Background: an optimization exercise with open tools, aiming at small area, a short achievable clock period and few clock cycles per item. Do not read the settings as production practice.
The RTL was checked by simulation tests, not by an equivalence proof against the original design.

==> module tlg_row_rule, before the edit <==
module tlg_row_rule (
    input  tlg_pkg::t_row_word i_above,
    input  tlg_pkg::t_row_word i_center,
    input  tlg_pkg::t_row_word i_below,
    input  logic               i_step,
    input  tlg_pkg::t_row_word i_other,
    output tlg_pkg::t_row_word o_next
);
    localparam int N = tlg_pkg::GRID_DIM;
    tlg_pkg::t_row_word s, k;
    for (genvar c = 0; c < N; c++) begin : g_v
        tlg_fa u_v (.i_a(i_above[c]), .i_b(i_center[c]), .i_c(i_below[c]), .o_s(s[c]), .o_k(k[c]));
    end
    for (genvar c = 0; c < N; c++) begin : g_col
        localparam int L = (c + N - 1) % N;
        localparam int R = (c + 1) % N;
        logic x0, x1, y0, y1, u;
        tlg_fa u_x (.i_a(s[L]), .i_b(s[c]), .i_c(s[R]), .o_s(x0), .o_k(x1));
        tlg_fa u_y (.i_a(k[L]), .i_b(k[c]), .i_c(k[R]), .o_s(y0), .o_k(y1));
        assign u = x1 ^ y0;
        assign o_next[c] = !i_step ? i_other[c]
                         : x0 ? (u && !y1) : (i_center[c] && !u && (x1 ^ y1));
    end
endmodule
==> module toroidal_life_grid_engine_core, before the edit <==
module toroidal_life_grid_engine_core (
    input  logic       i_clk,
    input  logic       i_rst_n,
    input  logic       s_axis_tvalid,
    output logic       s_axis_tready,
    input  logic [15:0] s_axis_tdata,   
    input  logic [2:0] s_axis_tuser,    
    output logic       m_axis_tvalid,
    input  logic       m_axis_tready,
    output logic [7:0] m_axis_tdata     
);
    localparam int N = tlg_pkg::GRID_DIM;
    localparam int H = N / 2;
    localparam int QD = 3;               
    tlg_pkg::t_row_word r_live  [0:N-1];
    tlg_pkg::t_row_word r_prior [0:N-1];
    logic         x_valid;     
    logic         x_cell;      
    logic         x_step;      
    logic         x_tog;
    logic         x_wr;        
    logic         x_val;       
    logic         x_pclr;      
    logic [3:0]   x_col;
    logic [N-1:0] x_rrow;      
    logic         x_wt;        
    logic         x_all;       
    logic [N-1:0] x_rsel;      
    logic [N-1:0] x_csel;      
    logic         r_step2;     
    logic         r_pclr;      
    logic [2:0]   r_cnt;       
    logic [2:0]   r_owed;      
    logic         r_ready;
    logic         r_ovalid;
    logic [1:0]   r_q [0:QD-1];
    logic         accept, deliver;
    logic [2:0]   code;
    assign accept  = s_axis_tvalid && r_ready;
    assign deliver = r_ovalid && m_axis_tready;
    assign code    = s_axis_tuser;
    always_ff @(posedge i_clk) begin
        x_col <= s_axis_tdata[3:0];
        x_tog <= i_rst_n && (code == tlg_pkg::REQ_TOGGLE);
        x_wt  <= accept && ((code == tlg_pkg::REQ_WRITE) || (code == tlg_pkg::REQ_TOGGLE));
        x_all <= !i_rst_n || (accept && (code == tlg_pkg::REQ_CLEAR));
        x_wr  <= !i_rst_n || (code == tlg_pkg::REQ_WRITE) || (code == tlg_pkg::REQ_CLEAR);
        x_val <= i_rst_n && (code == tlg_pkg::REQ_WRITE) && s_axis_tdata[8];
        for (int i = 0; i < N; i++) begin
            x_rrow[i] <= (s_axis_tdata[7:4] == 4'(i));
        end
        if (!i_rst_n) begin
            x_valid <= 1'b0;
            x_cell  <= 1'b0;
            x_step  <= 1'b0;
            x_pclr  <= 1'b1;
            r_step2 <= 1'b0;
            r_pclr  <= 1'b0;
        end else begin
            x_valid <= accept;
            x_cell  <= accept && ((code == tlg_pkg::REQ_READ) || (code == tlg_pkg::REQ_WRITE)
                                  || (code == tlg_pkg::REQ_TOGGLE));
            x_step  <= accept && (code == tlg_pkg::REQ_STEP);
            x_pclr  <= accept && (code == tlg_pkg::REQ_CLEAR);
            r_step2 <= x_step;
            r_pclr  <= x_pclr;
        end
    end
    tlg_pkg::t_row_word live_row, prior_row, new_row, wr_row;
    always_comb begin
        live_row  = '0;
        prior_row = '0;
        for (int r = 0; r < N; r++) begin
            live_row  = live_row  | ({N{x_rrow[r]}} & r_live[r]);
            prior_row = prior_row | ({N{x_rrow[r]}} & r_prior[r]);
        end
    end
    assign new_row  = x_tog ? ~live_row : (x_wr ? {N{x_val}} : live_row);
    for (genvar i = 0; i < N; i++) begin : g_sel
        assign x_rsel[i] = x_all || (x_wt && x_rrow[i]);
        assign x_csel[i] = x_all || (x_col == 4'(i));
    end
    assign wr_row   = (x_csel & new_row) | (~x_csel & live_row);
    tlg_pkg::t_row_word above0, below7;
    assign above0 = r_step2 ? r_prior[H-1] : r_live[N-1];
    assign below7 = r_step2 ? r_prior[0]   : r_live[H];
    tlg_pkg::t_row_word half_next [0:H-1];    
    logic stepping;
    assign stepping = x_step || r_step2;
    for (genvar j = 0; j < H; j++) begin : g_rule
        tlg_row_rule u_rule (
            .i_above  ((j == 0)     ? above0 : r_live[j - 1]),
            .i_center (r_live[j]),
            .i_below  ((j == H - 1) ? below7 : r_live[j + 1]),
            .i_step   (stepping),
            .i_other  (wr_row),
            .o_next   (half_next[j])
        );
    end
    always_ff @(posedge i_clk) begin
        for (int r = 0; r < N; r++) begin
            if (r < H) begin
                if (stepping) begin
                    r_live[r] <= r_live[r + H];
                end else if (x_rsel[r]) begin
                    r_live[r] <= wr_row;
                end
            end else if (stepping || x_rsel[r]) begin
                r_live[r] <= half_next[r - H];
            end
            if (((r < H) ? x_step : r_step2) || r_pclr) begin
                r_prior[r] <= r_live[r % H];
            end
        end
    end
    logic [1:0] res;
    assign res = {x_cell && !r_pclr && prior_row[x_col], x_cell && wr_row[x_col]};
    logic [2:0] cnt_next, owed_next;
    always_comb begin
        cnt_next = r_cnt;
        if (x_valid && !deliver) cnt_next = r_cnt + 3'd1;
        if (!x_valid && deliver) cnt_next = r_cnt - 3'd1;
        owed_next = r_owed;
        if (accept && !deliver) owed_next = r_owed + 3'd1;
        if (!accept && deliver) owed_next = r_owed - 3'd1;
    end
    always_ff @(posedge i_clk) begin
        if (!i_rst_n) begin
            r_cnt    <= '0;
            r_owed   <= '0;
            r_ovalid <= 1'b0;
            r_ready  <= 1'b1;
        end else begin
            r_cnt    <= cnt_next;
            r_owed   <= owed_next;
            r_ovalid <= (cnt_next != 3'd0);
            r_ready  <= (owed_next < 3'(QD)) && !(accept && (code == tlg_pkg::REQ_STEP));
        end
    end
    always_ff @(posedge i_clk) begin
        for (int i = 0; i < QD; i++) begin
            if (x_valid && (3'(i) == r_cnt - 3'(deliver))) begin
                r_q[i] <= res;
            end else if (deliver && i < QD - 1) begin
                r_q[i] <= r_q[i+1];
            end
        end
    end
    assign s_axis_tready = r_ready;
    assign m_axis_tvalid = r_ovalid;
    assign m_axis_tdata  = {6'b0, r_q[0]};
endmodule
export LEC_CHECK = 0
export CAP_MARGIN = 20
export CORE_MARGIN = 2
export CORE_UTILIZATION = 40
export SETUP_SLACK_MARGIN = 2.0
export SLEW_MARGIN = 20
export SYNTH_HIERARCHICAL = 1
export SYNTH_MINIMUM_KEEP_SIZE = 0
create_clock -name core_clock -period 5.0 [get_ports {i_clk}]
run.sh (not shown) runs the stock make flow with config.mk's settings and CLKGATE_MAP_FILE= SYNTH_SCRIPT=/design/flow/synth_recipe.tcl, a recipe that flattens the netlist after the stock synthesis.
The baseline finished with timing, DRC and antenna clean.
Testbench counts at the start, summed over its fixed seeds: cycles 5,843, items 4,800.
Then changed:
--- a/flow/design.v
+++ b/flow/design.v
@@ -68,6 +68,4 @@
     input  tlg_pkg::t_row_word i_center,
     input  tlg_pkg::t_row_word i_below,
-    input  logic               i_step,
-    input  tlg_pkg::t_row_word i_other,
     output tlg_pkg::t_row_word o_next
 );
@@ -84,6 +82,5 @@
         tlg_fa u_y (.i_a(k[L]), .i_b(k[c]), .i_c(k[R]), .o_s(y0), .o_k(y1));
         assign u = x1 ^ y0;
-        assign o_next[c] = !i_step ? i_other[c]
-                         : x0 ? (u && !y1) : (i_center[c] && !u && (x1 ^ y1));
+        assign o_next[c] = x0 ? (u && !y1) : (i_center[c] && !u && (x1 ^ y1));
     end
 endmodule
@@ -171,34 +168,36 @@
     end
     assign wr_row   = (x_csel & new_row) | (~x_csel & live_row);
-    tlg_pkg::t_row_word above0, below7;
-    assign above0 = r_step2 ? r_prior[H-1] : r_live[N-1];
-    assign below7 = r_step2 ? r_prior[0]   : r_live[H];
-    tlg_pkg::t_row_word half_next [0:H-1];    
+    tlg_pkg::t_row_word r_halo_a, r_halo_b;
+    tlg_pkg::t_row_word half_next [0:H-1];
+    for (genvar j = 0; j < H; j++) begin : g_rule
+        tlg_row_rule u_rule (
+            .i_above  ((j == 0)     ? r_halo_a : r_live[j - 1]),
+            .i_center (r_live[j]),
+            .i_below  ((j == H - 1) ? r_halo_b : r_live[j + 1]),
+            .o_next   (half_next[j])
+        );
+    end
     logic stepping;
     assign stepping = x_step || r_step2;
-    for (genvar j = 0; j < H; j++) begin : g_rule
-        tlg_row_rule u_rule (
-            .i_above  ((j == 0)     ? above0 : r_live[j - 1]),
-            .i_center (r_live[j]),
-            .i_below  ((j == H - 1) ? below7 : r_live[j + 1]),
-            .i_step   (stepping),
-            .i_other  (wr_row),
-            .o_next   (half_next[j])
-        );
-    end
     always_ff @(posedge i_clk) begin
         for (int r = 0; r < N; r++) begin
-            if (r < H) begin
-                if (stepping) begin
-                    r_live[r] <= r_live[r + H];
-                end else if (x_rsel[r]) begin
-                    r_live[r] <= wr_row;
-                end
-            end else if (stepping || x_rsel[r]) begin
-                r_live[r] <= half_next[r - H];
+            if (stepping) begin
+                r_live[r] <= (r < H) ? r_live[r + H] : half_next[r - H];
+            end else if (x_rsel[r]) begin
+                r_live[r] <= wr_row;
             end
             if (((r < H) ? x_step : r_step2) || r_pclr) begin
                 r_prior[r] <= r_live[r % H];
             end
+        end
+        if (x_step) begin
+            r_halo_a <= r_live[H-1];
+            r_halo_b <= r_live[0];
+        end else if (r_step2) begin
+            r_halo_a <= half_next[H-1];
+            r_halo_b <= half_next[0];
+        end else begin
+            if (x_rsel[N-1]) r_halo_a <= wr_row;
+            if (x_rsel[H])   r_halo_b <= wr_row;
         end
     end
=> The new run finished clean. Final cell count climbs by 1.2%. Via count drops by 0.69%. Setup slack improved by 0.068 ns. Non-clock buffer count stays the same. Synthesized area climbs by 3.4%. Final area climbs by 2.3%.
Testbench counts after the change, summed over its fixed seeds: cycles 5,843, items 4,800.

separate check: timing with driven ports:
Ports are ideal in the flow. The routed layouts listed here were re-timed in OpenROAD.
Step 1 (the two cells are an assumption about what drives the block):
set clk [get_ports {i_clk}]
set_driving_cell -lib_cell sky130_fd_sc_hd__clkbuf_16 $clk
set_driving_cell -lib_cell sky130_fd_sc_hd__buf_2 [delete_from_list [all_inputs] $clk]
Step 2 adds t to the input delays and takes it off the output delays; t is the mean of the earliest and latest rising clock arrival at the registers after step 1. Input paths then give back, and output paths get back, about the clock's delay inside the block.
Slacks: ideal / step 1 / step 2; pairs: ideal / step 1.
run	t, ns	setup WS [ns]	worst setup path after step 2	worst register clock-pin slew, ns
the first run	0.704	1.925 / 1.925 / 1.536	input to register	0.07 / 0.07
the second run	0.678	1.993 / 1.993 / 1.512	input to register	0.07 / 0.07
After both steps setup and hold are still met in every run listed. For the second run, which loses most, drivers alone change the setup slack by 0.000 ns; drivers and shift together by -0.481 ns.
